This design comes from an exercise in tuning for small area, a short achievable clock period and few clock cycles on the open sky130 flow, not from production work. Where RTL was checked, it was by simulation tests only, not by an equivalence proof against the original. Only the layout flow was run in run 1; the RTL was not checked for function there. Power is estimated from default activity; no workload was simulated.

==> flow/design.v, too long to show whole: its modules and the start of the top module <==
// module qsim_seq: 175 lines
// module qsim_cmac: 2777 lines
// module qsim_top: 65 lines
module qsim_top
(
  input  wire        clk,
  input  wire        reset_n,
  input  wire        dut_valid,
  output wire        dut_ready,
  output wire        q_state_input_sram_write_enable,
  output qsim_pkg::addr_t q_state_input_sram_write_address,
  output qsim_pkg::word_t q_state_input_sram_write_data,
  output qsim_pkg::addr_t q_state_input_sram_read_address,
  input  qsim_pkg::word_t q_state_input_sram_read_data,
  output wire        q_state_output_sram_write_enable,
  output qsim_pkg::addr_t q_state_output_sram_write_address,
  output qsim_pkg::word_t q_state_output_sram_write_data,
  input  qsim_pkg::word_t q_state_output_sram_read_data,
  output wire        scratchpad_sram_write_enable,
  output qsim_pkg::addr_t scratchpad_sram_write_address,
  output qsim_pkg::word_t scratchpad_sram_write_data,
  output qsim_pkg::addr_t scratchpad_sram_read_address,
  input  qsim_pkg::word_t scratchpad_sram_read_data,
  output qsim_pkg::addr_t q_gates_sram_read_address,
  input  qsim_pkg::word_t q_gates_sram_read_data
);
  // ...
==> flow/run.sh <==
#!/bin/bash
# synth_recipe.tcl (not shown) runs the flow's synth.tcl, then flattens the netlist and writes it again
# the make line also repeats each setting of config.mk as NAME=value (left out here)
make -C /OpenROAD-flow-scripts/flow DESIGN_CONFIG=/design/flow/config.mk WORK_HOME=/design/flow/orfs CLKGATE_MAP_FILE= SYNTH_SCRIPT=/design/flow/synth_recipe.tcl finish
==> flow/config.mk <==
export PLATFORM = sky130hd
export DESIGN_NAME = qsim_top
export DESIGN_NICKNAME = qsim_top
export VERILOG_FILES = /design/flow/design.v
export SDC_FILE = /design/flow/constraint.sdc
export NUM_CORES = 4
export LEC_CHECK = 0
export CAP_MARGIN = 20
export CORE_MARGIN = 2
export CORE_UTILIZATION = 40
export SETUP_SLACK_MARGIN = 5
export SLEW_MARGIN = 20
==> flow/constraint.sdc <==
create_clock -name core_clock -period 9.0 [get_ports {clk}]
set_input_delay 1.8000 -clock core_clock [delete_from_list [all_inputs] [get_ports {clk}]]
set_output_delay 1.8000 -clock core_clock [all_outputs]
set_load 0.01 [all_outputs]
==> key figures, run 1 <==
Finish
  • Area-dominant class: multi-input combinational cells
  • Most frequent cells in the layout: inv_1 (497), a22oi_1 (473), fa_1 (452), xnor2_1 (424), dfxtp_1 (317)
  • Finished Core Util: 0.451
  • Non-clock buffer count: roughly 290
  • Design area: 0.0399 mm²
  • Fin nets: 4312
  • Fraction of area in registers: 0.212

Worst setup path
  • Setup slack, reg-to-reg: 5.26 ns
  • Worst-path maximum fanout: 18
  • Max incr delay on CP: 0.63 ns
  • CP Launch Type: input port
  • Cell count of the worst reg-to-reg path: 7

Placement
  • Final HPWL DP: 65.0 mm
  • Placed Instances: 4727
  • Setup WS pre-CTS: 4.05 ns

Floorplanning
  • Die H: 303 µm
  • Core area: around 0.088 mm²

Synth
  • Synth unique cells: 63
  • Compound-gate portion of the synthesized area: 0.131
  • Register bit total from synthesis: 404
  • Yosys top cell by area: fa_1
  • Top-count cell post-synth: inv_1
  • Share of the synthesized area in the top cell type: 0.254
  • Sequential fraction of the synthesis area: 0.235

Run status
  • Status: no timing/DRC/antenna violations

GRT
  • Vias in the first global route: roughly 27000
  • Initial antenna violation count: 5
  • First-pass GRT wire length: ~160 mm
  • Most Crowded Layer GR: met2
  • Grt met3 use: 0.0525

Hold path
  • Hold Path End: qsim_cmac_i.first_p

Routing
  • DRT antenna net count: 0
  • Routed vias/inst: ~5.4

Clock tree
  • CTS resizes: 3
  • Clk slew on worst S/H paths: 0.06 ns
  • # hold bufs at CTS: 0
  • CTS buffer count: 49

STA
  • Worst slew pin tran: 1.11 ns
  • Setup violations, final: 0
  • Setup TNS: 0 ns
  • Final clock skew: 0.0560 ns
  • Unrepaired setup endpoints after global routing: false

Power and ir drop
  • Pwr/cell area: 363 mW/mm²
  • Internal power: 8.14 mW
  • P_seq: 3.26 mW
==> module qsim_seq, before the edit <==
module qsim_seq
(
  input  wire         clk,
  input  wire         reset_n,
  input  wire         dut_valid,
  output logic        dut_ready,
  input  wire  [31:0] header_word,
  output logic [15:0] gate_addr,
  output logic [3:0]  col,           
  output logic [4:0]  col1,          
  output logic        src1,          
  output logic        first2,        
  output logic        input_we,
  output logic        scratch_we,
  output logic        output_we,
  output logic [3:0]  wrow,
  output logic [4:0]  wrow1
);
  localparam int DP = 3;
  localparam int PIPE = 3 + DP;
  logic        running;
  logic        first_cyc;
  logic [3:0]  mask;
  logic [15:0] gates_left;
  logic        gl_one;
  logic [3:0]  row;
  logic        src;
  logic [2:0]  stall;
  logic        first1, last1, done1;
  logic [DP-1:0] last_p, src_p;
  logic [DP:0]   done_p;
  logic [3:0]  mask_e;
  logic [15:0] gl_e;
  logic        gl_one_e;
  logic [2:0]  hq;
  assign hq = header_word[18:16];
  always_comb begin
    if (first_cyc) begin
      case (hq)
        3'd0:    mask_e = 4'h0;
        3'd1:    mask_e = 4'h1;
        3'd2:    mask_e = 4'h3;
        3'd3:    mask_e = 4'h7;
        default: mask_e = 4'hf;
      endcase
      gl_e     = header_word[15:0];
      gl_one_e = (header_word[15:0] == 16'd1);
    end else begin
      mask_e   = mask;
      gl_e     = gates_left;
      gl_one_e = gl_one;
    end
  end
  logic issue;
  logic end_row;
  logic end_gate;
  logic [2:0] stall_n;
  assign issue    = running && (stall == 3'd0);
  assign end_row  = (col == mask_e);
  assign end_gate = end_row && (row == mask_e);
  always_comb begin
    case (mask_e)
      4'h0:    stall_n = (PIPE > 1) ? 3'(PIPE - 1) : 3'd0;
      4'h1:    stall_n = (PIPE > 2) ? 3'(PIPE - 2) : 3'd0;
      4'h3:    stall_n = (PIPE > 4) ? 3'(PIPE - 4) : 3'd0;
      4'h7:    stall_n = (PIPE > 8) ? 3'(PIPE - 8) : 3'd0;
      default: stall_n = 3'd0;
    endcase
  end
  always_ff @(posedge clk) begin
    if (!reset_n) begin
      dut_ready <= 1'b1;
      running   <= 1'b0;
      first_cyc <= 1'b0;
      col1      <= '0;
      gate_addr <= '0;
      stall     <= '0;
    end else begin
      first_cyc <= 1'b0;
      if (dut_ready) begin
        if (dut_valid) begin
          dut_ready <= 1'b0;
          running   <= 1'b1;
          first_cyc <= 1'b1;
          col1      <= 5'd1;
          col       <= '0;
          row       <= '0;
          src       <= 1'b0;
          stall     <= '0;
        end
        gate_addr <= '0;
      end else begin
        if (done_p[DP]) begin
          dut_ready <= 1'b1;
        end
        if (first_cyc) begin
          mask       <= mask_e;
          gates_left <= gl_e;
          gl_one     <= gl_one_e;
        end
        if (stall != 3'd0) begin
          stall <= stall - 1'b1;
        end
        if (issue) begin
          gate_addr <= gate_addr + 1'b1;
          if (end_row) begin
            col  <= '0;
            col1 <= 5'd1;
            row  <= end_gate ? 4'd0 : row + 1'b1;
          end else begin
            col  <= col + 1'b1;
            col1 <= col1 + 1'b1;
          end
          if (end_gate) begin
            if (gl_one_e) begin
              running <= 1'b0;
              col1    <= '0;
            end else begin
              gates_left <= gl_e - 1'b1;
              gl_one     <= (gl_e == 16'd2);
              src        <= !src;
              stall      <= stall_n;
            end
          end
        end
      end
    end
  end
  always_ff @(posedge clk) begin
    if (!reset_n) begin
      first1 <= 1'b0;
      last1  <= 1'b0;
      done1  <= 1'b0;
      first2 <= 1'b0;
      last_p <= '0;
      done_p <= '0;
    end else begin
      first1 <= issue && (col == 4'd0);
      last1  <= issue && end_row;
      done1  <= issue && end_gate && gl_one_e;
      first2 <= first1;
      last_p <= {last_p, last1};
      done_p <= {done_p, done1};
    end
  end
  always_ff @(posedge clk) begin
    src1  <= src;
    src_p <= {src_p, src1};
  end
  always_ff @(posedge clk) begin
    if (!reset_n) begin
      input_we   <= 1'b0;
      scratch_we <= 1'b0;
      output_we  <= 1'b0;
    end else begin
      output_we  <= last_p[DP-1];
      input_we   <= last_p[DP-1] && src_p[DP-1];
      scratch_we <= last_p[DP-1] && !src_p[DP-1];
    end
  end
  always_ff @(posedge clk) begin
    if (dut_ready) begin
      wrow  <= '0;
      wrow1 <= 5'd1;
    end else if (output_we) begin
      if (wrow == mask) begin
        wrow  <= '0;
        wrow1 <= 5'd1;
      end else begin
        wrow  <= wrow + 1'b1;
        wrow1 <= wrow1 + 1'b1;
      end
    end
  end
endmodule
==> inputs of run 2 (changes only) <==
--- a/flow/design.v
+++ b/flow/design.v
@@ -30,5 +30,6 @@
   logic        running;
   logic        first_cyc;
-  logic [3:0]  mask;
+  logic [2:0]  qn;            
+  logic [3:0]  mask;          
   logic [15:0] gates_left;
   logic        gl_one;
@@ -39,25 +40,14 @@
   logic [DP-1:0] last_p, src_p;
   logic [DP:0]   done_p;
-  logic [3:0]  mask_e;
-  logic [15:0] gl_e;
-  logic        gl_one_e;
   logic [2:0]  hq;
   assign hq = header_word[18:16];
   always_comb begin
-    if (first_cyc) begin
-      case (hq)
-        3'd0:    mask_e = 4'h0;
-        3'd1:    mask_e = 4'h1;
-        3'd2:    mask_e = 4'h3;
-        3'd3:    mask_e = 4'h7;
-        default: mask_e = 4'hf;
-      endcase
-      gl_e     = header_word[15:0];
-      gl_one_e = (header_word[15:0] == 16'd1);
-    end else begin
-      mask_e   = mask;
-      gl_e     = gates_left;
-      gl_one_e = gl_one;
-    end
+    case (qn)
+      3'd0:    mask = 4'h0;
+      3'd1:    mask = 4'h1;
+      3'd2:    mask = 4'h3;
+      3'd3:    mask = 4'h7;
+      default: mask = 4'hf;
+    endcase
   end
   logic issue;
@@ -65,9 +55,9 @@
   logic end_gate;
   logic [2:0] stall_n;
-  assign issue    = running && (stall == 3'd0);
-  assign end_row  = (col == mask_e);
-  assign end_gate = end_row && (row == mask_e);
+  assign issue    = running && (stall == 3'd0) && !(first_cyc && hq == 3'd0);
+  assign end_row  = !first_cyc && (col == mask);
+  assign end_gate = end_row && (row == mask);
   always_comb begin
-    case (mask_e)
+    case (mask)
       4'h0:    stall_n = (PIPE > 1) ? 3'(PIPE - 1) : 3'd0;
       4'h1:    stall_n = (PIPE > 2) ? 3'(PIPE - 2) : 3'd0;
@@ -104,7 +94,7 @@
         end
         if (first_cyc) begin
-          mask       <= mask_e;
-          gates_left <= gl_e;
-          gl_one     <= gl_one_e;
+          qn         <= hq;
+          gates_left <= header_word[15:0];
+          gl_one     <= (header_word[15:0] == 16'd1);
         end
         if (stall != 3'd0) begin
@@ -122,10 +112,10 @@
           end
           if (end_gate) begin
-            if (gl_one_e) begin
+            if (gl_one) begin
               running <= 1'b0;
               col1    <= '0;
             end else begin
-              gates_left <= gl_e - 1'b1;
-              gl_one     <= (gl_e == 16'd2);
+              gates_left <= gates_left - 1'b1;
+              gl_one     <= (gates_left == 16'd2);
               src        <= !src;
               stall      <= stall_n;
@@ -147,5 +137,5 @@
       first1 <= issue && (col == 4'd0);
       last1  <= issue && end_row;
-      done1  <= issue && end_gate && gl_one_e;
+      done1  <= issue && end_gate && gl_one;
       first2 <= first1;
       last_p <= {last_p, last1};
==> flow/flow/run.sh (new file) <==
#!/bin/bash
set -euo pipefail
export SETUP_SLACK_MARGIN=${MARGIN:-5.8}
export BUFFER_PORTS_ARGS="-buffer_cell sky130_fd_sc_hd__buf_2"
sed '1s/-nofsm -noshare /-nofsm -noshare -noabc /' synth_recipe.tcl > synth_noabc.tcl
grep -q -- '-noabc' synth_noabc.tcl
sed 's#/synth_recipe\.tcl#/synth_noabc.tcl#g' standard.sh > standard_noabc.sh
grep -q 'synth_noabc.tcl' standard_noabc.sh
bash standard_noabc.sh > standard.log 2>&1
==> flow/standard.sh (new file) <==
#!/bin/bash
# synth_recipe.tcl (not shown) runs the flow's synth.tcl, then flattens the netlist and writes it again
# the make line also repeats each setting of config.mk as NAME=value (left out here)
make -C /OpenROAD-flow-scripts/flow DESIGN_CONFIG=/design/flow/config.mk WORK_HOME=/design/flow/orfs CLKGATE_MAP_FILE= SYNTH_SCRIPT=/design/flow/synth_recipe.tcl "${@:-finish}"
--- a/flow/config.mk
+++ b/flow/config.mk
@@ -9,4 +9,3 @@
 export CORE_MARGIN = 2
 export CORE_UTILIZATION = 40
-export SETUP_SLACK_MARGIN = 5
 export SLEW_MARGIN = 20
removed: flow/run.sh
==> key figures, run 2 <==
Power and ir drop
  • Sequential Power Share: 0.206
  • Clock Power Share: 0.136
  • Switching share of power: 0.436
  • Peak VDD IR: 0.184 mV
  • Pwr/cell area: 362 mW/mm² (-0.26%)
  • Lkg Pwr: around 16 nW
  • Internal power: 8.48 mW (+4.1%)
  • Switch Pwr: about 6.6 mW
  • Logic pwr share: 0.658

Synth
  • Post-synthesis average cell area: 10.5 µm²
  • Sequential fraction of the synthesis area: 0.243 (+0.00774)
  • Ys Warns: 2
  • Most frequent cells after synthesis: xnor2_1 (485), a22oi_1 (477), fa_1 (452)
  • Main synth FF type: dfxtp_1
  • Async set-reset flop share out of synthesis: 0
  • Post-Syn Area: approximately 0.034 mm²
  • Top-count cell post-synth: xnor2_1
  • Mapped Cells: 3267
  • Share of the synthesized area in the top cell type: 0.263 (+0.00929)
  • Post-synth EDFFs: 29
  • Synth area leaders: fa_1 (26%), dfxtp_1 (22%), xnor2_1 (12%)
  • Synth unique cells: 72 (+14%)
  • Register bit total from synthesis: 403 (-0.25%)
  • Yosys top cell by area: fa_1

Job
  • Max-Cap Viols: 0

Routing
  • DR pass1 iterations: 9
  • Routed WL: 126 mm
  • Post-route DRC: 0
  • DRT antenna net count: 0 (unchanged)
  • 1st-iter DRT viols: roughly 3800
  • Routed vias/inst: 5.95 (+9.7%)
  • DR WL/cell: 27.1 µm
  • Via count: 27700

Placement
  • Placed Instances: 4337 (-8.3%)
  • Port bufs: 236
  • Final HPWL DP: 64.2 mm (-1.3%)
  • RD Place Congestion: ~0.85

GRT
  • Gr usage total: 0.262
  • Most Crowded Layer GR: met2
  • Pin count of the biggest net entering global routing: 48
  • First-pass GRT wire length: 174 mm (+7.7%)
  • GRT overflow: 0
  • Met2 usage in global routing: 0.392
  • Vias in the first global route: 26600 (-3.1%)
  • Met1 usage: 0.332
  • Grt met3 use: 0.0833 (+0.0308)
  • Initial antenna violation count: 2 (-3)

Hold path
  • Hold Path End: qsim_cmac_i.first_p
  • Hold path depth: 0
  • Worst Hold Launch: qsim_seq_i.first2
  • HP Class: reg -> reg

STA
  • Final slew viol count: 0
  • Fin crit share: 0.363
  • Crit path time final: 3.26 ns
  • Setup TNS: 0 ns (unchanged)
  • Worst slew pin tran: 0.875 ns (-0.235 ns)
  • Final clock skew: 0.0395 ns (-0.0165 ns)
  • Final hold vios: 0
  • Setup violations, final: 0 (unchanged)
  • Unrepaired setup endpoints after global routing: true
  • Rel. slew slack: 0.413
  • Max Freq: 306 MHz

Finish
  • Most common cell after layout, fill and taps aside: xnor2_1
  • FILL cells: around 7600
  • Most frequent cells in the layout: xnor2_1 (475), a22oi_1 (445), fa_1 (424), dfxtp_1 (301), buf_2 (236)
  • Fin nets: 4158 (-3.6%)
  • Share of layout cells above drive strength 1: 0.224
  • Area growth syn-to-layout: 20.5%
  • Fin cells: ~4600

Clock tree
  • Root Buffer: clkbuf_16
  • Clock latency (worst-skew pair): roughly 0.63 ns
  • Clock tree buffer depth: 3
  • Clk slew on worst S/H paths: 0.06 ns (about the same)
  • Clk sink count: ~400
  • CTS HTree Levels: 2
  • CTS buffer count: 48 (-2.0%)
  • # hold bufs at CTS: 0 (unchanged)
  • CTS tree: yes

Floorplanning
  • Full die area: 0.0884 mm²
  • Core area: 0.0851 mm² (-3.7%)
  • Die H: 297 µm (-1.8%)
  • IO Count: 327
  • Row count: between 100 and 150
  • Initial core utilization: 0.404
  • Die Wd: 297 µm

Worst setup path
  • CP Launch Point: qsim_cmac_i.g_q[5]
  • CP Capture Type: flop
  • WS Path Type: reg -> reg
  • Cell count of the worst reg-to-reg path: 9 (+2)
  • Worst reg2reg startpoint: qsim_cmac_i.g_q[5]
  • CP Launch Type: flop
  • Worst R2R End: qsim_cmac_i.r2011
  • Worst-path maximum fanout: 7 (-11)
  • Arrival time worst endpoint: 3.74 ns
  • Critical Path RT: around 9.5 ns
  • Setup slack, reg-to-reg: 5.74 ns (+0.48 ns)

Run status
  • Status: no timing/DRC/antenna violations
-- run 2: cells by family after synthesis --
group | count (synthesis) | synth area share
AOI/OAI and AO/OA | 684 | 0.143
DFF | 403 | 0.243
buffers and inverters | 523 | 0.0719
adders and majority gates | 588 | 0.311
other | 1 | 0.000109
and+or+nand+nor | 417 | 0.0639
muxes | 35 | 0.0104
xor gates and xnor gates | 616 | 0.157
-- run 2: area by class of cell --
class / instances / area (µm²) / share of cell area
well taps: 1144 / 1430 / 0.0345
clock inverters: 20 / 243 / 0.00585
flip-flops and latches: 403 / 8560 / 0.207
clock buffers: 68 / 1440 / 0.0347
inverters: 100 / 375 / 0.00905
diodes: 3 / 7.51 / 0.000181
multi-input cells: 2398 / 24200 / 0.585
repair buffers: 508 / 5160 / 0.124
-- run 2: timing repair --
item | in CTS | in global routing
pin swaps | 26 | 87
resized for setup | 154 | 157
setup buffers | 71 | 125
endpoints found under the hold margin | 0 | 0
endpoints found under the setup margin | 112 | 49
cloned | 8 | 12
-- run 2: layer usage --
layer  part of all wire  wire, µm  vias up
met1               0.37     46100    13400
met2               0.42     52900     2220
met5                  0         0        -
met3               0.14     17500      658
met4              0.076      9530        0
li1                   -         -    11300
-- run 2: power by group through the flow --
stage	Sequential, mW	Combinational, mW	Clock [mW]
finish	3.10	9.89	2.04
global route	3.16	11.1	2.17
CTS	3.15	9.41	2.10
detailed placement	3.24	9.07	0
global placement	3.22	8.85	0
floorplan	3.03	6.67	0
-- run 2: how the worst max path moves through the flow --
stage | cells past startpoint | slack (ns) | endpoint
final | 9 | 5.74 | qsim_cmac_i.r2011
after global routing | 10 | 5.69 | qsim_cmac_i.r2131
after CTS | 11 | 5.67 | qsim_cmac_i.r2140
after detailed placement | 7 | 5.02 | qsim_seq_i.gates_left[2]
after global placement | 7 | 5.09 | qsim_seq_i.gates_left[2]
after floorplan | 7 | 5.58 | qsim_seq_i.gates_left[4]
-- run 2: metrics by stage --
| step | hold slack (ns) | setup slack, ns | area [µm²] | utilization | total power, mW |
|---|---|---|---|---|---|
| 6_report | 0.324 | 5.74 | 41500 | 0.487 | 15.0 |
| 2_1_floorplan | 0.310 | 5.58 | 34700 | - | 9.70 |
| 3_3_place_gp | 0.311 | 5.09 | 35700 | 0.419 | 12.1 |
| 5_1_grt | 0.329 | 5.69 | 41500 | 0.487 | 16.5 |
| 4_1_cts | 0.325 | 5.67 | 39200 | 0.461 | 14.7 |
| 3_5_place_dp | 0.312 | 5.02 | 35700 | 0.419 | 12.3 |
-- run 2: critical path, cell delays in order, from the launching register on --
cell and delay (ns):
dfxtp_4 0.35, buf_12 0.14, buf_16 0.16, buf_12 0.16
a22oi_2 0.08, xor2_2 0.21, fa_1 0.61, fa_1 0.47
fa_2 0.38, fa_1 0.54
Testbench counts of run 2, summed over its fixed seeds: cycles 16,392.
==> inputs of run 3 (changes only) <==
--- a/flow/flow/run.sh
+++ b/flow/flow/run.sh
@@ -2,5 +2,4 @@
 set -euo pipefail
 export SETUP_SLACK_MARGIN=${MARGIN:-5.8}
-export BUFFER_PORTS_ARGS="-buffer_cell sky130_fd_sc_hd__buf_2"
 sed '1s/-nofsm -noshare /-nofsm -noshare -noabc /' synth_recipe.tcl > synth_noabc.tcl
 grep -q -- '-noabc' synth_noabc.tcl
==> key figures, run 3 <==
STA
  • Rel. slew slack: 0.480 (+0.0674)
  • Setup violations, final: 0 (unchanged)
  • Max Freq: 303 MHz (-1.1%)
  • Final clock skew: 0.0689 ns (+0.0294 ns)
  • Worst slew pin tran: 0.780 ns (-0.0949 ns)
  • Fin crit share: 0.367 (+0.00417)
  • Setup TNS: 0 ns (unchanged)
  • Unrepaired setup endpoints after global routing: true
  • Min Hold Slack: 0.327 ns (+0.00280 ns)
  • Crit path time final: 3.30 ns (+0.0376 ns)
  • Final hold vios: 0 (unchanged)
  • Final slew viol count: 0 (unchanged)

Floorplanning
  • Row count: 107 (unchanged)
  • Initial core utilization: 0.404 (unchanged)
  • IO Count: 327 (unchanged)
  • Die Wd: 297 µm (unchanged)
  • Core area: 0.0851 mm² (unchanged)
  • Die H: 297 µm (unchanged)
  • Full die area: 0.0884 mm² (unchanged)

Routing
  • Routed vias/inst: 5.92 (-0.66%)
  • DR WL/cell: 26.8 µm (-1.2%)
  • Routed WL: 125 mm (-1.0%)
  • 1st-iter DRT viols: 3595 (-5.6%)
  • Post-route DRC: 0 (unchanged)
  • DRT antenna net count: 0 (unchanged)
  • Via count: 27500 (-0.42%)
  • DR pass1 iterations: 8 (-1)

Clock tree
  • Clock tree buffer depth: 3 (unchanged)
  • Clock latency (worst-skew pair): 0.66 ns (+0.03 ns)
  • CTS buffer count: 51 (+6.3%)
  • Root Buffer: clkbuf_16
  • CTS tree: yes
  • Clk sink count: 403 (unchanged)
  • Clk slew on worst S/H paths: 0.06 ns (about the same)
  • CTS HTree Levels: 2 (unchanged)

Worst setup path
  • Worst-path maximum fanout: 8 (+1)
  • CP Launch Point: qsim_cmac_i.vre_one[0]
  • CP Launch Type: flop
  • Critical Path RT: 9.49 ns (about the same)
  • CP Capture Type: flop
  • Worst reg2reg startpoint: qsim_cmac_i.vre_one[0]
  • WS Path Type: reg -> reg
  • Arrival time worst endpoint: 3.79 ns (+0.05 ns)

Finish
  • Share of layout cells above drive strength 1: 0.162 (-0.0614)
  • FF+latch area: 0.00859 mm² (+0.35%)
  • Most frequent cells in the layout: xnor2_1 (480), a22oi_1 (455), fa_1 (424), dfxtp_1 (281), buf_4 (134)
  • Most common cell after layout, fill and taps aside: xnor2_1
  • FILL cells: 7780 (+1.9%)
  • Design area: 0.0425 mm² (+2.6%)
  • Multi-input logic area: 0.0242 mm² (-0.33%)
  • Fin nets: 4164 (+0.14%)
  • Area growth syn-to-layout: 23.6%

Power and ir drop
  • Pwr/cell area: 357 mW/mm² (-1.4%)
  • Lkg Pwr: 16.6 nW (+1.4%)
  • PnR Total Power: 15.2 mW (+1.1%)
  • Peak VDD IR: 0.217 mV (+18%)

GRT
  • Pin count of the biggest net entering global routing: 48 (unchanged)
  • First-pass GRT wire length: 172 mm (-1.1%)
  • Initial antenna violation count: 0 (-2)
  • Vias in the first global route: 26600 (+0.030%)
  • GRT overflow: 0 (unchanged)
  • Gr usage total: 0.258 (-0.00415)

Placement
  • RD Place Congestion: 0.847 (-0.58%)
  • Port bufs: 236 (unchanged)
  • Final HPWL DP: 64.1 mm (about the same)
  • Post-DP Area: 0.0368 mm² (+3.3%)

Job
  • Max-Cap Viols: 0 (unchanged)

Synth
  • Main synth FF type: dfxtp_1
  • Sequential fraction of the synthesis area: 0.243 (unchanged)
  • Register bit total from synthesis: 403 (unchanged)
  • Share of the synthesized area in the top cell type: 0.263 (unchanged)
  • Async set-reset flop share out of synthesis: 0 (unchanged)
  • Yosys top cell by area: fa_1
  • Ys Warns: 2 (unchanged)
  • Synth unique cells: 72 (unchanged)
  • Synth area leaders: fa_1 (26%), dfxtp_1 (22%), xnor2_1 (12%)
  • Most frequent cells after synthesis: xnor2_1 (485), a22oi_1 (477), fa_1 (452)
  • Post-synthesis average cell area: 10.5 µm² (unchanged)
  • Mapped Cells: 3267 (unchanged)
  • Post-Syn Area: 0.0344 mm² (unchanged)
  • Post-synth EDFFs: 29 (unchanged)
  • Top-count cell post-synth: xnor2_1

Run status
  • Status: no timing/DRC/antenna violations

Hold path
  • Worst Hold Launch: qsim_seq_i.src_p[0]
  • HP Class: reg -> reg
## run 3: worst max-delay path: stages (launching register included)
cell	delay [ns]
dfxtp_4	0.37
buf_12	0.15
buf_4	0.18
o21ai_1	0.17
xor2_1	0.31
fa_1	0.52
fa_1	0.53
fa_1	0.46
fa_1	0.49
## run 3: worst paths after layout
path | endpoint | slack (ns) | cells past startpoint
max reg2reg | qsim_cmac_i.r2072 | 5.70 | 8
max | qsim_cmac_i.r2072 | 5.70 | 8
min | qsim_seq_i.src_p[1] | 0.33 | 0
min reg2reg | qsim_seq_i.src_p[1] | 0.33 | 0
## run 3: kinds of logic after synthesis
logic type      after synthesis  synth area share
other cells                   1          0.000109
buf+inv                     523            0.0719
fa+ha+maj                   588             0.311
compound gates              684             0.143
simple gates                417            0.0639
mux                          35            0.0104
flops                       403             0.243
xor+xnor                    616             0.157
## run 3: layout make-up
| cell class | count | share of cell area |
|---|---|---|
| Multi-Input combinational cell | 2399 | 0.568 |
| Sequential cell | 403 | 0.202 |
| Timing Repair Buffer | 510 | 0.142 |
| Clock buffer | 65 | 0.0342 |
| Tap cell | 1144 | 0.0337 |
| Clock inverter | 31 | 0.0104 |
| Inverter | 100 | 0.00891 |
| Antenna cell | 3 | 0.000177 |
## run 3: what timing repair did
action / in CTS / in global routing
endpoints found under the setup margin: 308 / 59
setup buffers: 100 / 103
resized for setup: 308 / 154
hold buffers: 0 / 0
pin swaps: 6 / 45
gates cloned: 3 / 16
## run 3: through the flow
step	std cells	util	setup WS [ns]
finish	4655	0.499	5.70
global route	4652	0.499	5.65
CTS	4533	0.476	5.54
detailed placement	4334	0.432	4.54
global placement	4334	0.432	4.55
floorplan	3324	-	5.58
## run 3: power breakdown
group | total (mW) | internal (mW) | leakage, nW | switching (mW)
combinational | 9.85 | 4.58 | 12.3 | 5.28
clock | 2.25 | 1.36 | 0.913 | 0.886
sequential | 3.09 | 2.71 | 3.43 | 0.379
total | 15.2 | 8.65 | 16.6 | 6.54
## run 3: layer usage
metal	up-vias	GRT usage	routed length, µm
li1	11400	-	-
met1	13600	0.326	46100
met2	2052	0.392	54200
met3	514	0.0866	16700
met4	2	0.131	7720
met5	-	0	66
==> inputs of run 4 (changes only) <==
--- a/flow/flow/run.sh
+++ b/flow/flow/run.sh
@@ -1,5 +1,6 @@
 #!/bin/bash
 set -euo pipefail
-export SETUP_SLACK_MARGIN=${MARGIN:-5.8}
+export SETUP_SLACK_MARGIN=${MARGIN:-6.0}
+export BUFFER_PORTS_ARGS="-buffer_cell sky130_fd_sc_hd__buf_2"
 sed '1s/-nofsm -noshare /-nofsm -noshare -noabc /' synth_recipe.tcl > synth_noabc.tcl
 grep -q -- '-noabc' synth_noabc.tcl
==> key figures, run 4 <==
Routing
  • Via count: 28900 (+4.9%)
  • DRT antenna net count: 0 (unchanged)
  • 1st-iter DRT viols: 4060 (+13%)
  • DR WL/cell: 28.7 µm (+7.0%)
  • DR pass1 iterations: 13 (+5)
  • Post-route DRC: 0 (unchanged)
  • Routed WL: 135 mm (+8.5%)
  • Routed vias/inst: 6.12 (+3.5%)

Synth
  • Mapped Cells: 3267 (unchanged)
  • Synth unique cells: 72 (unchanged)
  • Async set-reset flop share out of synthesis: 0 (unchanged)
  • Sequential fraction of the synthesis area: 0.243 (unchanged)
  • Main synth FF type: dfxtp_1
  • Post-Syn Area: 0.0344 mm² (unchanged)
  • Share of the synthesized area in the top cell type: 0.263 (unchanged)
  • Top-count cell post-synth: xnor2_1
  • Ys Warns: 2 (unchanged)
  • Synth area leaders: fa_1 (26%), dfxtp_1 (22%), xnor2_1 (12%)
  • Post-synthesis average cell area: 10.5 µm² (unchanged)
  • Most frequent cells after synthesis: xnor2_1 (485), a22oi_1 (477), fa_1 (452)
  • Post-synth EDFFs: 29 (unchanged)
  • Yosys top cell by area: fa_1
  • Register bit total from synthesis: 403 (unchanged)

Clock tree
  • Root Buffer: clkbuf_16
  • Clk sink count: 403 (unchanged)
  • Clock tree buffer depth: 3 (unchanged)
  • CTS buffer count: 49 (-3.9%)
  • Clock latency (worst-skew pair): 0.64 ns (-0.02 ns)
  • CTS HTree Levels: 2 (unchanged)
  • CTS tree: yes
  • Clk slew on worst S/H paths: 0.06 ns (about the same)

Floorplanning
  • Full die area: 0.0884 mm² (unchanged)
  • Die H: 297 µm (unchanged)
  • Row count: 107 (unchanged)
  • IO Count: 327 (unchanged)
  • Die Wd: 297 µm (unchanged)
  • Core area: 0.0851 mm² (unchanged)
  • Initial core utilization: 0.404 (unchanged)

Worst setup path
  • CP Launch Type: flop
  • CP bufs+invs: 1 (-1)
  • Cells along the critical path: buf_12 > a22oi_2 > xnor2_2 > fa_1 > fa_1 > ha_4 > nor2_4 > nor2_4 > and3_4 > a221o_1 > a41oi_2 > o211ai_1
  • Critical Path RT: 9.50 ns (about the same)
  • Worst-path maximum fanout: 32 (+24)
  • Arrival time worst endpoint: 3.73 ns (-0.06 ns)
  • CP Capture Type: flop
  • WS Path Type: reg -> reg
  • Max incr delay on CP: 0.59 ns (+0.06 ns)
  • Critical-path top delay cell: fa_1
  • CP top delay family: adder cells

Job
  • Max-Cap Viols: 0 (unchanged)

Finish
  • Most frequent cells in the layout: xnor2_1 (454), a22oi_1 (328), fa_1 (316), dfxtp_1 (265), buf_2 (236)
  • Area growth syn-to-layout: 28.2%
  • Most common cell after layout, fill and taps aside: xnor2_1
  • Share of layout cells above drive strength 1: 0.326 (+0.163)
  • Fin nets: 4228 (+1.5%)
  • FF+latch area: 0.00867 mm² (+0.87%)
  • FILL cells: 7339 (-5.7%)
  • Design area: 0.0441 mm² (+3.7%)
  • Multi-input logic area: 0.0254 mm² (+5.2%)

Power and ir drop
  • Lkg Pwr: 17.2 nW (+3.2%)
  • Peak VDD IR: 0.199 mV (-8.3%)
  • Pwr/cell area: 357 mW/mm² (-0.12%)

STA
  • Worst slew pin tran: 0.789 ns (+0.00886 ns)
  • Unrepaired setup endpoints after global routing: true
  • Crit path time final: 3.23 ns (-0.0720 ns)
  • Min setup slack post-route: 5.77 ns (+0.0720 ns)
  • Final slew viol count: 0 (unchanged)
  • Final clock skew: 0.0361 ns (-0.0328 ns)
  • Rel. slew slack: 0.470 (-0.00968)
  • Final hold vios: 0 (unchanged)
  • Setup violations, final: 0 (unchanged)
  • Fin crit share: 0.359 (-0.00800)
  • Max Freq: 310 MHz (+2.2%)
  • Setup TNS: 0 ns (unchanged)

Placement
  • Final HPWL DP: 63.7 mm (-0.65%)
  • RD Place Congestion: 0.847 (about the same)
  • Setup WS pre-CTS: 4.89 ns (+0.351 ns)
  • Post-DP Area: 0.0356 mm² (-3.2%)
  • Port bufs: 236 (unchanged)

GRT
  • GRT overflow: 0 (unchanged)
  • Gr usage total: 0.282 (+0.0244)
  • Vias in the first global route: 28000 (+5.2%)
  • Initial antenna violation count: 6 (+6)
  • Pin count of the biggest net entering global routing: 49 (+2.1%)
  • First-pass GRT wire length: 186 mm (+7.9%)

Hold path
  • HP Class: reg -> reg

Run status
  • Status: no timing/DRC/antenna violations
## run 4: changes by cell type in the layout (fill, tap and decap cells not counted), sizes merged, moves of 3 or more
cell	previous run	this run
buf	252	552
bufbuf	3	14
clkbuf	85	71
clkdlybuf4s15	9	0
clkdlybuf4s50	94	0
clkinv	15	12
diode	3	7
dlygate4sd2	132	0
## run 4: through the flow
stage	utilization	std cells	power (mW)	hold slack (ns)
after floorplan	-	3324	9.74	0.310
after global placement	0.419	4331	12.1	0.310
after detailed placement	0.419	4331	12.3	0.312
after CTS	0.493	4633	15.1	0.326
after global routing	0.518	4713	17.0	0.331
final	0.518	4719	15.7	0.323
## run 4: final timing paths
kind / start / slack, ns / depth (start not counted) / end
setup / recovery: qsim_cmac_i.vre_two[2] / 5.77 / 12 / qsim_cmac_i.r2140
hold / removal: qsim_seq_i.first2 / 0.32 / 0 / qsim_cmac_i.first_p
setup reg to reg: qsim_cmac_i.vre_two[2] / 5.77 / 12 / qsim_cmac_i.r2140
hold reg to reg: qsim_seq_i.first2 / 0.32 / 0 / qsim_cmac_i.first_p
## run 4: logic make-up after synthesis
group / share of synthesized area
compound gates: 0.143
xor+xnor: 0.157
fa+ha+maj: 0.311
buf+inv: 0.0719
flops: 0.243
mux: 0.0104
other cells: 0.000109
simple gates: 0.0639
## run 4: per-layer routing
layer / up-vias / global-route usage / part of all wire
met5: - / 0 / 0.0025
met4: 13 / 0.167 / 0.083
met3: 812 / 0.123 / 0.15
met2: 2508 / 0.412 / 0.41
met1: 14100 / 0.344 / 0.35
li1: 11500 / - / -
## run 4: report_power, final
part | internal, mW | switching (mW) | total, mW
Combinational | 4.90 | 5.64 | 10.5
Clock | 1.24 | 0.879 | 2.12
Sequential | 2.71 | 0.363 | 3.07
Total | 8.86 | 6.88 | 15.7
## run 4: timing repair
| action | CTS | global route |
|---|---|---|
| pin swaps | 142 | 214 |
| gates cloned | 24 | 9 |
| endpoints found under the hold margin | 0 | 0 |
| resized for setup | 386 | 282 |
| buffers inserted | 188 | 70 |
| hold buffers | 0 | 0 |
| endpoints found under the setup margin | 209 | 102 |
## run 4: worst reg2reg max path: stages, from the launching register on
cell      delay [ns]
dfxtp_2         0.34
buf_12          0.24
a22oi_2         0.13
xnor2_2         0.16
fa_1            0.51
fa_1            0.59
ha_4            0.22
nor2_4          0.12
nor2_4          0.06
and3_4          0.18
a221o_1         0.31
a41oi_2         0.16
o211ai_1        0.11
## run 4: area by class of cell
class / instances / area share
Tap cell: 1144 / 0.0324
Sequential cell: 403 / 0.197
Timing Repair Buffer: 576 / 0.146
Multi-Input combinational cell: 2399 / 0.576
Inverter: 100 / 0.00859
Clock buffer: 61 / 0.0311
Antenna cell: 7 / 0.000397
Clock inverter: 29 / 0.00848
==> inputs of run 5 (changes only) <==
--- a/flow/flow/run.sh
+++ b/flow/flow/run.sh
@@ -1,5 +1,5 @@
 #!/bin/bash
 set -euo pipefail
-export SETUP_SLACK_MARGIN=${MARGIN:-6.0}
+export SETUP_SLACK_MARGIN=${MARGIN:-5.5}
 export BUFFER_PORTS_ARGS="-buffer_cell sky130_fd_sc_hd__buf_2"
 sed '1s/-nofsm -noshare /-nofsm -noshare -noabc /' synth_recipe.tcl > synth_noabc.tcl
==> key figures, run 5 <==
Synth
  • Synth area leaders: fa_1 (26%), dfxtp_1 (22%), xnor2_1 (12%)
  • Sequential fraction of the synthesis area: 0.243 (unchanged)
  • Synth unique cells: 72 (unchanged)
  • Most frequent cells after synthesis: xnor2_1 (485), a22oi_1 (477), fa_1 (452)
  • Mapped Cells: 3267 (unchanged)
  • Yosys top cell by area: fa_1
  • Share of the synthesized area in the top cell type: 0.263 (unchanged)
  • Ys Warns: 2 (unchanged)
  • Post-synth EDFFs: 29 (unchanged)
  • Register bit total from synthesis: 403 (unchanged)
  • Post-Syn Area: 0.0344 mm² (unchanged)
  • Async set-reset flop share out of synthesis: 0 (unchanged)
  • Post-synthesis average cell area: 10.5 µm² (unchanged)
  • Main synth FF type: dfxtp_1
  • Top-count cell post-synth: xnor2_1

Hold path
  • HP Class: reg -> reg
  • Worst Hold Launch: qsim_seq_i.src_p[1]

STA
  • Crit path time final: 3.44 ns (+0.213 ns)
  • Setup TNS: 0 ns (unchanged)
  • Worst slew pin tran: 0.866 ns (+0.0772 ns)
  • Final clock skew: 0.0634 ns (+0.0273 ns)
  • Final slew viol count: 0 (unchanged)
  • Fin crit share: 0.383 (+0.0236)
  • Max Freq: 290 MHz (-6.2%)
  • Final hold vios: 0 (unchanged)
  • Unrepaired setup endpoints after global routing: false
  • Setup violations, final: 0 (unchanged)
  • Rel. slew slack: 0.419 (-0.0518)

Clock tree
  • Clock tree buffer depth: 3 (unchanged)
  • Root Buffer: clkbuf_16
  • CTS tree: yes
  • Clk slew on worst S/H paths: 0.06 ns (about the same)
  • CTS buffer count: 49 (unchanged)
  • # hold bufs at CTS: 0 (unchanged)
  • CTS HTree Levels: 2 (unchanged)
  • Clk sink count: 403 (unchanged)
  • Clock latency (worst-skew pair): 0.65 ns (about the same)

Routing
  • DR pass1 iterations: 6 (-7)
  • Post-route DRC: 0 (unchanged)
  • DRT antenna net count: 0 (unchanged)
  • Routed WL: 106 mm (-22%)
  • Via count: 25400 (-12%)
  • DR WL/cell: 23.7 µm (-17%)
  • Routed vias/inst: 5.68 (-7.2%)
  • 1st-iter DRT viols: 2662 (-34%)

Worst setup path
  • Critical Path RT: 9.46 ns (-0.04 ns)
  • Arrival time worst endpoint: 3.90 ns (+0.17 ns)
  • CP Launch Point: qsim_cmac_i.vre_two[5]
  • Worst-path maximum fanout: 32 (unchanged)
  • CP Launch Type: flop
  • CP Capture Type: flop
  • Worst reg2reg startpoint: qsim_cmac_i.vre_two[5]
  • WS Path Type: reg -> reg

Floorplanning
  • Initial core utilization: 0.404 (unchanged)
  • Die Wd: 297 µm (unchanged)
  • Die H: 297 µm (unchanged)
  • IO Count: 327 (unchanged)
  • Full die area: 0.0884 mm² (unchanged)
  • Core area: 0.0851 mm² (unchanged)
  • Row count: 107 (unchanged)

Power and ir drop
  • Peak VDD IR: 0.200 mV (+0.84%)
  • Pwr/cell area: 375 mW/mm² (+5.0%)
  • Lkg Pwr: 14.9 nW (-13%)

Placement
  • Final HPWL DP: 64.1 mm (+0.58%)
  • Port bufs: 236 (unchanged)
  • Placed Instances: 4341 (+0.23%)
  • RD Place Congestion: 0.839 (-0.94%)

Finish
  • Area growth syn-to-layout: 11.0%
  • Fin nets: 3983 (-5.8%)
  • FILL cells: 8041 (+9.6%)
  • Most common cell after layout, fill and taps aside: xnor2_1
  • Fin cells: 4468 (-5.3%)
  • Share of layout cells above drive strength 1: 0.155 (-0.171)
  • Diodes inserted: 0 (-7)
  • Most frequent cells in the layout: xnor2_1 (485), a22oi_1 (476), fa_1 (451), dfxtp_1 (312), buf_2 (236)

GRT
  • Initial antenna violation count: 2 (-4)
  • Gr usage total: 0.227 (-0.0554)
  • Vias in the first global route: 25700 (-8.3%)
  • GRT overflow: 0 (unchanged)
  • First-pass GRT wire length: 156 mm (-16%)
  • Pin count of the biggest net entering global routing: 49 (unchanged)

Job
  • Max-Cap Viols: 0 (unchanged)

Run status
  • Status: no timing/DRC/antenna violations
run 5: cell types whose count changed in the layout (fill, tap and decap cells not counted), sizes merged, moves of 2 or more:
cell	before	now
inv	104	102
clkinv	12	9
clkbuf	71	80
buf	552	323
bufbuf	14	0
clkinvlp	8	5
diode	7	0
run 5: worst max-delay path, cell delays in order (launching register included):
cell	delay (ns)
dfxtp_4	0.75
a22oi_1	0.21
xnor2_1	0.19
fa_1	0.62
fa_1	0.47
fa_1	0.50
fa_1	0.51
run 5: area by class of cell:
type / count / area [µm²] / area share
inverters: 100 / 375 / 0.00982
clock inverters: 20 / 303 / 0.00792
repair buffers: 332 / 2290 / 0.0600
well taps: 1144 / 1430 / 0.0375
multi-input cells: 2398 / 23800 / 0.624
flip-flops and latches: 403 / 8520 / 0.223
clock buffers: 71 / 1460 / 0.0382
run 5: final timing paths:
| check | slack (ns) | endpoint | cells past startpoint |
|---|---|---|---|
| worst max-delay path | 5.56 | qsim_cmac_i.r2019 | 6 |
| worst min-delay path | 0.33 | qsim_seq_i.src_p[2] | 0 |
| worst max register to register | 5.56 | qsim_cmac_i.r2019 | 6 |
| worst min register to register | 0.33 | qsim_seq_i.src_p[2] | 0 |
run 5: cell families (layout without fill, tap and decap cells):
family | count (synthesis) | count (layout) | share of synthesized area
AOI/OAI and AO/OA | 684 | 684 | 0.143
DFF | 403 | 403 | 0.243
other | 1 | 58 | 0.000109
xor gates and xnor gates | 616 | 616 | 0.157
adders and majority gates | 588 | 588 | 0.311
buffers and inverters | 523 | 523 | 0.0719
and+or+nand+nor | 417 | 417 | 0.0639
muxes | 35 | 35 | 0.0104
run 5: where the power goes:
group	internal, mW	leakage (nW)	switching [mW]
combinational	4.15	10.7	4.91
clock	1.26	0.844	0.832
sequential	2.71	3.42	0.458
run 5: routing by layer:
| layer | track usage | share of wire | vias up |
|---|---|---|---|
| li1 | - | - | 11000 |
| met1 | 0.298 | 0.39 | 12600 |
| met2 | 0.363 | 0.45 | 1548 |
| met3 | 0.0514 | 0.11 | 323 |
| met4 | 0.0867 | 0.048 | 2 |
| met5 | 0 | 0.00014 | - |
run 5: stage by stage:
stage | power, mW | cell area [µm²] | hold slack [ns] | setup slack, ns | utilization
CTS | 14.4 | 37600 | 0.330 | 5.49 | 0.441
global route | 15.9 | 38200 | 0.341 | 5.49 | 0.449
detailed placement | 12.2 | 35700 | 0.316 | 4.99 | 0.419
global placement | 12.0 | 35700 | 0.310 | 4.98 | 0.419
floorplan | 9.70 | 34600 | 0.310 | 5.51 | -
finish | 14.3 | 38200 | 0.326 | 5.56 | 0.449
run 5: timing repair:
item,in CTS,in global routing
pin swaps,0,4
endpoints found under the setup margin,54,34
resized for setup,43,64
cloned,0,8
setup buffers,1,27
==> inputs of run 6 (changes only) <==
--- a/flow/flow/run.sh
+++ b/flow/flow/run.sh
@@ -1,5 +1,5 @@
 #!/bin/bash
 set -euo pipefail
-export SETUP_SLACK_MARGIN=${MARGIN:-5.5}
+export SETUP_SLACK_MARGIN=${MARGIN:-5.7}
 export BUFFER_PORTS_ARGS="-buffer_cell sky130_fd_sc_hd__buf_2"
 sed '1s/-nofsm -noshare /-nofsm -noshare -noabc /' synth_recipe.tcl > synth_noabc.tcl
==> key figures, run 6 <==
Run status
  • Status: no timing/DRC/antenna violations

Power and ir drop
  • Peak VDD IR: 0.199 mV (-0.38%)
  • Logic pwr share: 0.643 (+0.010)
  • Switch Pwr: 6.34 mW (+2.3%)
  • Sequential Power Share: 0.216 (-0.005)
  • PnR Total Power: 14.5 mW (+1.6%)
  • Switching share of power: 0.436 (+0.00312)
  • Lkg Pwr: 15.6 nW (+4.4%)
  • Internal power: 8.20 mW (+1.0%)
  • Clock Power Share: 0.141 (-0.005)
  • Pwr/cell area: 367 mW/mm² (-2.2%)

GRT
  • Vias in the first global route: 25800 (+0.26%)
  • Initial antenna violation count: 3 (+1)
  • Gr usage total: 0.229 (+0.00284)
  • First-pass GRT wire length: 157 mm (+1.0%)
  • Pin count of the biggest net entering global routing: 47 (-4.1%)
  • GRT overflow: 0 (unchanged)

Synth
  • Largest family of logic cells by synthesized area: adder cells
  • Compound-gate portion of the synthesized area: 0.143 (unchanged)
  • Share of the synthesized area in the top cell type: 0.263 (unchanged)
  • Most frequent cells after synthesis: xnor2_1 (485), a22oi_1 (477), fa_1 (452)
  • Area share of and/or/nand/nor cells after synthesis: 0.0639 (unchanged)
  • Synth area leaders: fa_1 (26%), dfxtp_1 (22%), xnor2_1 (12%)
  • Multiplexer share of the synthesized area: 0.0104 (unchanged)
  • Post-Synth XOR/XNOR Area: 0.157 (unchanged)
  • Mapped Cells: 3267 (unchanged)
  • Ys Warns: 2 (unchanged)
  • Async set-reset flop share out of synthesis: 0 (unchanged)
  • Synth unique cells: 72 (unchanged)
  • Sequential fraction of the synthesis area: 0.243 (unchanged)
  • Adder-cell share of the synthesized area: 0.311 (unchanged)
  • Register bit total from synthesis: 403 (unchanged)
  • Post-synthesis average cell area: 10.5 µm² (unchanged)
  • Post-synth EDFFs: 29 (unchanged)
  • Main synth FF type: dfxtp_1
  • Top-count cell post-synth: xnor2_1
  • Yosys top cell by area: fa_1
  • Post-Syn Area: 0.0344 mm² (unchanged)

Finish
  • Finished Core Util: 0.466 (+0.0172)
  • Most common cell after layout, fill and taps aside: xnor2_1
  • Share of layout cells above drive strength 1: 0.176 (+0.0214)
  • FF+latch area: 0.00853 mm² (+0.12%)
  • Fin nets: 4051 (+1.7%)
  • Area growth syn-to-layout: 15.3%
  • Most frequent cells in the layout: xnor2_1 (483), a22oi_1 (471), fa_1 (448), dfxtp_1 (308), buf_2 (236)
  • Fin cells: 4536 (+1.5%)
  • Design area: 0.0397 mm² (+3.8%)
  • FILL cells: 7859 (-2.3%)
  • Multi-input logic area: 0.0239 mm² (+0.33%)

Placement
  • Post-DP Area: 0.0356 mm² (about the same)
  • RD Place Congestion: 0.845 (+0.69%)
  • Port bufs: 236 (unchanged)
  • Placed Instances: 4337 (-0.092%)
  • Final HPWL DP: 63.9 mm (-0.34%)
  • Setup WS pre-CTS: 4.86 ns (-0.130 ns)

STA
  • Crit path time final: 3.38 ns (-0.0579 ns)
  • Min Hold Slack: 0.326 ns (-0.000624 ns)
  • Setup TNS: 0 ns (unchanged)
  • Min setup slack post-route: 5.62 ns (+0.0579 ns)
  • Final clock skew: 0.0321 ns (-0.0312 ns)
  • Final hold vios: 0 (unchanged)
  • Final slew viol count: 0 (unchanged)
  • Unrepaired setup endpoints after global routing: true
  • Worst slew pin tran: 0.840 ns (-0.0257 ns)
  • Fin crit share: 0.376 (-0.00643)
  • Rel. slew slack: 0.436 (+0.0173)
  • Max Freq: 295 MHz (+1.7%)
  • Setup violations, final: 0 (unchanged)

Routing
  • DRT antenna net count: 0 (unchanged)
  • DR WL/cell: 25.9 µm (+9.4%)
  • Via count: 26600 (+4.6%)
  • Post-route DRC: 0 (unchanged)
  • 1st-iter DRT viols: 3215 (+21%)
  • DR pass1 iterations: 9 (+3)
  • Routed WL: 118 mm (+11%)
  • Routed vias/inst: 5.86 (+3.1%)

Worst setup path
  • Critical Path RT: 9.49 ns (+0.03 ns)
  • Cell count of the worst reg-to-reg path: 12 (+6)
  • Worst reg2reg startpoint: qsim_cmac_i.vre_one[2]
  • Cells along the critical path: buf_12 > a22oi_2 > xnor2_2 > fa_1 > fa_1 > ha_1 > nor2_2 > nor2_1 > and3_1 > a221o_1 > a41oi_1 > o211ai_1
  • CP Launch Type: flop
  • Arrival time worst endpoint: 3.87 ns (-0.03 ns)
  • CP Launch Point: qsim_cmac_i.vre_one[2]
  • CP bufs+invs: 1 (+1)
  • Max incr delay on CP: 0.52 ns (-0.23 ns)
  • Worst-path maximum fanout: 17 (-47%)
  • CP top delay family: adder cells
  • Setup slack, reg-to-reg: 5.62 ns (+0.06 ns)
  • CP most frequent cell: fa_1
  • CP Capture Type: flop
  • Worst R2R End: qsim_cmac_i.r2140
  • Critical-path top delay cell: fa_1
  • WS Path Type: reg -> reg

Floorplanning
  • Initial core utilization: 0.404 (unchanged)
  • Die H: 297 µm (unchanged)
  • Die Wd: 297 µm (unchanged)
  • Core area: 0.0851 mm² (unchanged)
  • IO Count: 327 (unchanged)
  • Row count: 107 (unchanged)
  • Full die area: 0.0884 mm² (unchanged)

Clock tree
  • Clk sink count: 403 (unchanged)
  • CTS tree: yes
  • CTS buffer count: 49 (unchanged)
  • Root Buffer: clkbuf_16
  • Clk slew on worst S/H paths: 0.06 ns (about the same)
  • Clock latency (worst-skew pair): 0.63 ns (-0.02 ns)
  • # hold bufs at CTS: 0 (unchanged)
  • Clock tree buffer depth: 3 (unchanged)
  • CTS HTree Levels: 2 (unchanged)

Job
  • Max-Cap Viols: 0 (unchanged)

Hold path
  • HP Class: reg -> reg
  • Hold path depth: 0 (unchanged)
  • Worst Hold Launch: qsim_seq_i.first2
  • Hold Path End: qsim_cmac_i.first_p
[run 6: cell type report]
cell class / instances / area share
Antenna cell: 1 / 0.0000631
Clock buffer: 73 / 0.0365
Clock inverter: 17 / 0.00612
Inverter: 100 / 0.00946
Multi-Input combinational cell: 2398 / 0.602
Sequential cell: 403 / 0.215
Tap cell: 1144 / 0.0361
Timing Repair Buffer: 400 / 0.0942
[run 6: power groups by stage]
| stage | Clock (mW) | Combinational [mW] | Sequential, mW |
|---|---|---|---|
| 2_1_floorplan | 0 | 6.67 | 3.03 |
| 3_3_place_gp | 0 | 8.84 | 3.20 |
| 3_5_place_dp | 0 | 8.99 | 3.22 |
| 4_1_cts | 2.11 | 9.10 | 3.17 |
| 5_1_grt | 2.18 | 10.6 | 3.20 |
| 6_report | 2.05 | 9.35 | 3.14 |
[run 6: layer usage]
metal | vias to the layer above | global-route usage | part of all wire
met5 | - | 0.00108 | 0.00023
met4 | 4 | 0.0885 | 0.058
met3 | 449 | 0.0608 | 0.14
met2 | 1915 | 0.358 | 0.43
met1 | 13100 | 0.304 | 0.38
li1 | 11100 | - | -
[run 6: worst max-delay path by stage]
stage                                          end  cells past startpoint
final                            qsim_cmac_i.r2140                     12
after global placement         qsim_seq_i.stall[0]                      5
after floorplan           qsim_seq_i.gates_left[4]                      7
after global routing             qsim_cmac_i.r2140                     12
after CTS                        qsim_cmac_i.r2140                     12
after detailed placement       qsim_seq_i.stall[0]                      5
[run 6: logic make-up after synthesis]
logic type / after synthesis
and+or+nand+nor: 417
AOI/OAI and AO/OA: 684
DFF: 403
muxes: 35
other: 1
xor gates and xnor gates: 616
buffers and inverters: 523
adders and majority gates: 588
[run 6: repair_timing]
action,4_1_cts,5_1_grt
buffers inserted,5,90
endpoints found under the setup margin,113,59
gates cloned,0,13
pin swaps,0,11
gates resized for setup,78,126
==> inputs of run 7 (changes only) <==
--- a/flow/flow/run.sh
+++ b/flow/flow/run.sh
@@ -1,5 +1,5 @@
 #!/bin/bash
 set -euo pipefail
-export SETUP_SLACK_MARGIN=${MARGIN:-5.7}
+export SETUP_SLACK_MARGIN=${MARGIN:-5.4}
 export BUFFER_PORTS_ARGS="-buffer_cell sky130_fd_sc_hd__buf_2"
 sed '1s/-nofsm -noshare /-nofsm -noshare -noabc /' synth_recipe.tcl > synth_noabc.tcl
==> key figures, run 7 <==
Run status
  • Status: no timing/DRC/antenna violations

Worst setup path
  • Worst-path maximum fanout: 34 (+17)
  • CP Launch Point: qsim_cmac_i.vre_neg[0]
  • CP Capture Type: flop
  • CP Launch Type: flop
  • Max incr delay on CP: 0.55 ns (+0.03 ns)
  • Arrival time worst endpoint: 3.99 ns (+0.12 ns)
  • CP most frequent cell: fa_1
  • WS Path Type: reg -> reg
  • Critical-path top delay cell: buf_4
  • Cell count of the worst reg-to-reg path: 11 (-1)
  • Worst setup endpoint: qsim_cmac_i.r2140
  • Cells along the critical path: buf_4 > xnor2_1 > fa_1 > fa_1 > ha_1 > nor2_2 > nor2_1 > and3_1 > a221o_1 > a41oi_1 > o211ai_1
  • Worst reg2reg startpoint: qsim_cmac_i.vre_neg[0]
  • Critical Path RT: 9.51 ns (+0.02 ns)
  • Setup slack, reg-to-reg: 5.52 ns (-0.10 ns)
  • Worst R2R End: qsim_cmac_i.r2140

STA
  • Final slew viol count: 0 (unchanged)
  • Fin crit share: 0.387 (+0.0106)
  • Max Freq: 287 MHz (-2.7%)
  • Unrepaired setup endpoints after global routing: false
  • Final clock skew: 0.0672 ns (+0.0351 ns)
  • Rel. slew slack: 0.388 (-0.0480)
  • Setup TNS: 0 ns (unchanged)
  • Final hold vios: 0 (unchanged)
  • Worst slew pin tran: 0.918 ns (+0.0780 ns)
  • Setup violations, final: 0 (unchanged)
  • Crit path time final: 3.48 ns (+0.0957 ns)

Placement
  • Placed Instances: 4338 (+0.023%)
  • Final HPWL DP: 64.6 mm (+1.2%)
  • RD Place Congestion: 0.851 (+0.78%)
  • Port bufs: 236 (unchanged)

Synth
  • Adder-cell share of the synthesized area: 0.311 (unchanged)
  • Post-Syn Area: 0.0344 mm² (unchanged)
  • Most frequent cells after synthesis: xnor2_1 (485), a22oi_1 (477), fa_1 (452)
  • Yosys top cell by area: fa_1
  • Ys Warns: 2 (unchanged)
  • Post-synth EDFFs: 29 (unchanged)
  • Register bit total from synthesis: 403 (unchanged)
  • Post-Synth XOR/XNOR Area: 0.157 (unchanged)
  • Top-count cell post-synth: xnor2_1
  • Main synth FF type: dfxtp_1
  • Share of the synthesized area in the top cell type: 0.263 (unchanged)
  • Mapped Cells: 3267 (unchanged)
  • Sequential fraction of the synthesis area: 0.243 (unchanged)
  • Largest family of logic cells by synthesized area: adder cells
  • Synth area leaders: fa_1 (26%), dfxtp_1 (22%), xnor2_1 (12%)
  • Post-synthesis average cell area: 10.5 µm² (unchanged)
  • Compound-gate portion of the synthesized area: 0.143 (unchanged)
  • Async set-reset flop share out of synthesis: 0 (unchanged)
  • Multiplexer share of the synthesized area: 0.0104 (unchanged)
  • Synth unique cells: 72 (unchanged)
  • Area share of and/or/nand/nor cells after synthesis: 0.0639 (unchanged)

Clock tree
  • CTS tree: yes
  • Clock tree buffer depth: 3 (unchanged)
  • Clock latency (worst-skew pair): 0.65 ns (+0.02 ns)
  • CTS HTree Levels: 2 (unchanged)
  • CTS buffer count: 49 (unchanged)
  • Clk slew on worst S/H paths: 0.06 ns (about the same)
  • Root Buffer: clkbuf_16
  • Clk sink count: 403 (unchanged)
  • # hold bufs at CTS: 0 (unchanged)
  • Setup bufs post-CTS: 0 (-5)

Hold path
  • HP Class: reg -> reg

Power and ir drop
  • Pwr/cell area: 381 mW/mm² (+3.9%)
  • Peak VDD IR: 0.171 mV (-14%)
  • PnR Total Power: 14.4 mW (-1.3%)
  • Lkg Pwr: 14.7 nW (-5.8%)

GRT
  • Vias in the first global route: 25600 (-0.75%)
  • Initial antenna violation count: 1 (-2)
  • First-pass GRT wire length: 156 mm (-0.83%)
  • Pin count of the biggest net entering global routing: 49 (+4.3%)
  • GRT overflow: 0 (unchanged)
  • Gr usage total: 0.228 (-0.00189)

Floorplanning
  • Full die area: 0.0884 mm² (unchanged)
  • Row count: 107 (unchanged)
  • Die Wd: 297 µm (unchanged)
  • Die H: 297 µm (unchanged)
  • IO Count: 327 (unchanged)
  • Core area: 0.0851 mm² (unchanged)
  • Initial core utilization: 0.404 (unchanged)

Routing
  • Routed vias/inst: 5.64 (-3.7%)
  • 1st-iter DRT viols: 2275 (-29%)
  • Via count: 25000 (-5.9%)
  • Post-route DRC: 0 (unchanged)
  • DR pass1 iterations: 7 (-2)
  • DR WL/cell: 23.3 µm (-10%)
  • DRT antenna net count: 0 (unchanged)
  • Routed WL: 103 mm (-12%)

Job
  • Max-Cap Viols: 0 (unchanged)

Finish
  • Most frequent cells in the layout: xnor2_1 (485), a22oi_1 (477), fa_1 (452), dfxtp_1 (315), buf_2 (236)
  • Fin cells: 4431 (-2.3%)
  • Area growth syn-to-layout: 9.49%
  • Fin nets: 3945 (-2.6%)
  • Most common cell after layout, fill and taps aside: xnor2_1
  • Share of layout cells above drive strength 1: 0.145 (-0.0312)
  • Finished Core Util: 0.442 (-0.0235)
  • Multi-input logic area: 0.0238 mm² (-0.44%)
  • Diodes inserted: 0 (-1)
  • FF+latch area: 0.00851 mm² (-0.25%)
  • FILL cells: 8102 (+3.1%)
run 7: cell types whose count changed in the layout (fill, tap and decap cells not counted), moves of 5 or more:
cell,before,now
clkbuf_1,13,2
dfxtp_1,308,315
buf_16,15,0
clkbuf_16,64,51
a22oi_1,471,477
buf_12,53,5
buf_6,17,9
buf_4,56,40
dfxtp_4,37,32
a22oi_2,6,0
run 7: worst max-delay path: cells and delay by family (launching register included):
kind                     cells  cell delay [ns]
buffers and inverters        1             0.55
adder cells (fa/ha/maj)      3             1.30
AND/OR/NAND/NOR              3             0.43
flip-flops                   1             0.31
AO/OA/AOI/OAI                3             0.57
XOR/XNOR                     1             0.21
run 7: kinds of logic after synthesis:
kind of cell,count (synthesis)
AO/OA/AOI/OAI,684
XOR/XNOR,616
adder cells (fa/ha/maj),588
buffers and inverters,523
AND/OR/NAND/NOR,417
flip-flops,403
multiplexers,35
other,1
run 7: layout make-up:
type                            instances  area share
Clock buffer                           64      0.0378
Clock inverter                         28      0.0102
Inverter                              100     0.00996
Multi-Input combinational cell       2398       0.632
Sequential cell                       403       0.226
Tap cell                             1144      0.0380
Timing Repair Buffer                  294      0.0465
run 7: through the flow:
stage / hold WS (ns) / cell area, µm² / setup WS (ns)
3_5_place_dp: 0.315 / 35600 / 4.87
4_1_cts: 0.328 / 37500 / 5.39
6_report: 0.328 / 37700 / 5.52
2_1_floorplan: 0.310 / 34600 / 5.41
3_3_place_gp: 0.311 / 35600 / 4.91
5_1_grt: 0.334 / 37700 / 5.41
run 7: routing by layer:
layer | share of wire | wire, µm | global-route usage | vias to the layer above
met1 | 0.40 | 41300 | 0.300 | 12400
li1 | - | - | - | 10900
met5 | 0.000078 | 8 | 0 | -
met2 | 0.46 | 47600 | 0.362 | 1389
met4 | 0.039 | 4050 | 0.0889 | 2
met3 | 0.099 | 10200 | 0.0529 | 283
run 7: how the worst min path moves through the flow:
stage                             start                   to  slack, ns  cells after the start
CTS                   qsim_seq_i.first2  qsim_cmac_i.first_p       0.33                      0
detailed placement    qsim_seq_i.first2  qsim_cmac_i.first_p       0.31                      0
finish              qsim_seq_i.src_p[1]  qsim_seq_i.src_p[2]       0.33                      0
global route        qsim_seq_i.src_p[0]  qsim_seq_i.src_p[1]       0.33                      0
global placement    qsim_seq_i.src_p[1]  qsim_seq_i.src_p[2]       0.31                      0
floorplan             qsim_seq_i.first2  qsim_cmac_i.first_p       0.31                      0
run 7: power by group:
part           switching, mW  internal [mW]  total, mW
clock                  0.859           1.28       2.14
sequential             0.491           2.71       3.20
combinational           4.88           4.13       9.01
total                   6.23           8.12       14.4
run 7: repair_timing:
item                                   in CTS  in global routing
cloned                                      0                  1
resized for setup                          20                 51
endpoints found under the hold margin       0                  0
setup endpoints to repair                  32                 40
==> inputs of run 8 (changes only) <==
--- a/flow/flow/run.sh
+++ b/flow/flow/run.sh
@@ -1,5 +1,5 @@
 #!/bin/bash
 set -euo pipefail
-export SETUP_SLACK_MARGIN=${MARGIN:-5.4}
+export SETUP_SLACK_MARGIN=${MARGIN:-5.3}
 export BUFFER_PORTS_ARGS="-buffer_cell sky130_fd_sc_hd__buf_2"
 sed '1s/-nofsm -noshare /-nofsm -noshare -noabc /' synth_recipe.tcl > synth_noabc.tcl
==> key figures, run 8 <==
Worst setup path
  • CP Launch Type: flop
  • Critical Path RT: 9.47 ns (-0.04 ns)
  • Max incr delay on CP: 1.02 ns (+0.47 ns)
  • Critical-path top delay cell: dfxtp_2
  • Cells along the critical path: a22oi_1 > xor2_1 > fa_1 > fa_1 > fa_1 > fa_1

Floorplanning
  • IO Count: 327 (unchanged)
  • Die H: 297 µm (unchanged)
  • Initial core utilization: 0.404 (unchanged)
  • Full die area: 0.0884 mm² (unchanged)
  • Core area: 0.0851 mm² (unchanged)

Routing
  • 1st-iter DRT viols: 2345 (+3.1%)
  • Post-route DRC: 0 (unchanged)
  • Routed WL: 103 mm (-0.29%)
  • Via count: 25100 (+0.30%)
  • DR pass1 iterations: 6 (-1)
  • Routed vias/inst: 5.66 (+0.35%)

Power and ir drop
  • Lkg Pwr: 14.6 nW (-0.61%)
  • Sequential Power Share: 0.222 (about the same)
  • Peak VDD IR: 0.175 mV (+2.1%)
  • Internal power: 8.07 mW (-0.67%)
  • Clock Power Share: 0.145 (-0.004)
  • Switching share of power: 0.435 (+0.000895)

Clock tree
  • Clk sink count: 403 (unchanged)
  • CTS tree: yes
  • # hold bufs at CTS: 0 (unchanged)
  • CTS HTree Levels: 2 (unchanged)
  • Clock tree buffer depth: 3 (unchanged)
  • CTS buffer count: 50 (+2.0%)
  • Clock latency (worst-skew pair): 0.63 ns (-0.02 ns)
  • Clk slew on worst S/H paths: 0.07 ns (about the same)

Hold path
  • HP Class: reg -> reg

Placement
  • Placed Instances: 4338 (unchanged)
  • Final HPWL DP: 64.2 mm (-0.68%)
  • RD Place Congestion: 0.853 (+0.21%)

STA
  • Worst slew pin tran: 1.05 ns (+0.135 ns)
  • Setup TNS: 0 ns (unchanged)
  • Final hold vios: 0 (unchanged)
  • Min Hold Slack: 0.323 ns (-0.00523 ns)
  • Rel. slew slack: 0.298 (-0.0901)
  • Fin crit share: 0.409 (+0.0225)
  • Max Freq: 272 MHz (-5.5%)
  • Crit path time final: 3.68 ns (+0.202 ns)
  • Final clock skew: 0.0376 ns (-0.0296 ns)

GRT
  • Pin count of the biggest net entering global routing: 49 (unchanged)
  • Initial antenna violation count: 3 (+2)
  • Vias in the first global route: 25200 (-1.3%)

Synth
  • Post-synth EDFFs: 29 (unchanged)
  • Synth unique cells: 72 (unchanged)
  • Yosys top cell by area: fa_1
  • Post-synthesis average cell area: 10.5 µm² (unchanged)
  • Compound-gate portion of the synthesized area: 0.143 (unchanged)
  • Area share of and/or/nand/nor cells after synthesis: 0.0639 (unchanged)
  • Multiplexer share of the synthesized area: 0.0104 (unchanged)
  • Most frequent cells after synthesis: xnor2_1 (485), a22oi_1 (477), fa_1 (452)
  • Async set-reset flop share out of synthesis: 0 (unchanged)
  • Ys Warns: 2 (unchanged)
  • Sequential fraction of the synthesis area: 0.243 (unchanged)
  • Largest family of logic cells by synthesized area: adder cells
  • Synth area leaders: fa_1 (26%), dfxtp_1 (22%), xnor2_1 (12%)
  • Post-Syn Area: 0.0344 mm² (unchanged)
  • Share of the synthesized area in the top cell type: 0.263 (unchanged)
  • Main synth FF type: dfxtp_1
  • Post-Synth XOR/XNOR Area: 0.157 (unchanged)

Finish
  • Fin cells: 4429 (-0.045%)
  • Share of layout cells above drive strength 1: 0.140 (-0.00474)
  • Area growth syn-to-layout: 8.83%
  • Most common cell after layout, fill and taps aside: xnor2_1
  • FF+latch area: 0.00849 mm² (-0.21%)
  • FILL cells: 8132 (+0.37%)

Run status
  • Status: no timing/DRC/antenna violations

Job
  • Max-Cap Viols: 0 (unchanged)
run 8: cell counts after synthesis:
No cell type changed its count.
run 8: final cells by class:
cell class,count,area share
inverter,100,0.0100
multi-input combinational,2398,0.635
antenna,1,0.0000668
clock inverter,16,0.00611
sequential,403,0.227
timing repair buffer,293,0.0438
tap,1144,0.0382
clock buffer,74,0.0396
run 8: logic make-up (layout without fill, tap and decap cells):
group	after synthesis	in the layout
simple gates	417	417
other cells	1	59
xor+xnor	616	616
flops	403	403
mux	35	35
buf+inv	523	483
compound gates	684	684
fa+ha+maj	588	588
run 8: path summary, 6_finish.rpt:
path         cells past startpoint                   to                    from  slack, ns
min reg2reg                      0  qsim_cmac_i.first_p       qsim_seq_i.first2       0.32
min                              0  qsim_cmac_i.first_p       qsim_seq_i.first2       0.32
max                              6    qsim_cmac_i.r2011  qsim_cmac_i.vim_two[4]       5.32
max reg2reg                      6    qsim_cmac_i.r2011  qsim_cmac_i.vim_two[4]       5.32
run 8: metrics by stage:
step                      cell area, µm²  power, mW  setup WS [ns]
after floorplan                    34600       9.69           5.34
after global placement             35600       12.1           4.94
after detailed placement           35600       12.3           4.87
after CTS                          37400       14.5           5.29
after global routing               37400       15.9           5.20
final                              37400       14.3           5.32
run 8: power by group through the flow:
stage | sequential (mW) | clock (mW) | combinational (mW)
after floorplan | 3.03 | 0 | 6.66
after global placement | 3.19 | 0 | 8.93
after detailed placement | 3.21 | 0 | 9.09
after CTS | 3.17 | 2.13 | 9.15
after global routing | 3.24 | 2.20 | 10.4
final | 3.17 | 2.07 | 9.04
run 8: layer usage:
metal	vias up	routed length, µm	global-route usage
li1	10900	-	-
met1	12500	41700	0.302
met2	1418	47100	0.365
met3	256	10500	0.0571
met4	4	3560	0.0748
met5	-	24	0
run 8: what timing repair did:
| item | 4_1_cts | 5_1_grt |
|---|---|---|
| endpoints found under the setup margin | 10 | 20 |
| buffers inserted | 0 | 0 |
| pin swaps | 0 | 0 |
| cloned | 0 | 0 |
| resized for setup | 3 | 32 |
run 8: critical path, delay by kind of cell, from the launching register on:
family	cells	cell delay (ns)
flip-flops	1	1.02
adder cells (fa/ha/maj)	4	2.09
AO/OA/AOI/OAI	1	0.18
XOR/XNOR	1	0.23

Check on run 8: ideal ports give 5.317 ns setup slack; a clkbuf_16 on the clock port and buf_2 on the inputs give 5.317 ns; moving port delays by the midpoint clock arrival (0.683 ns) as well gives 4.944 ns.
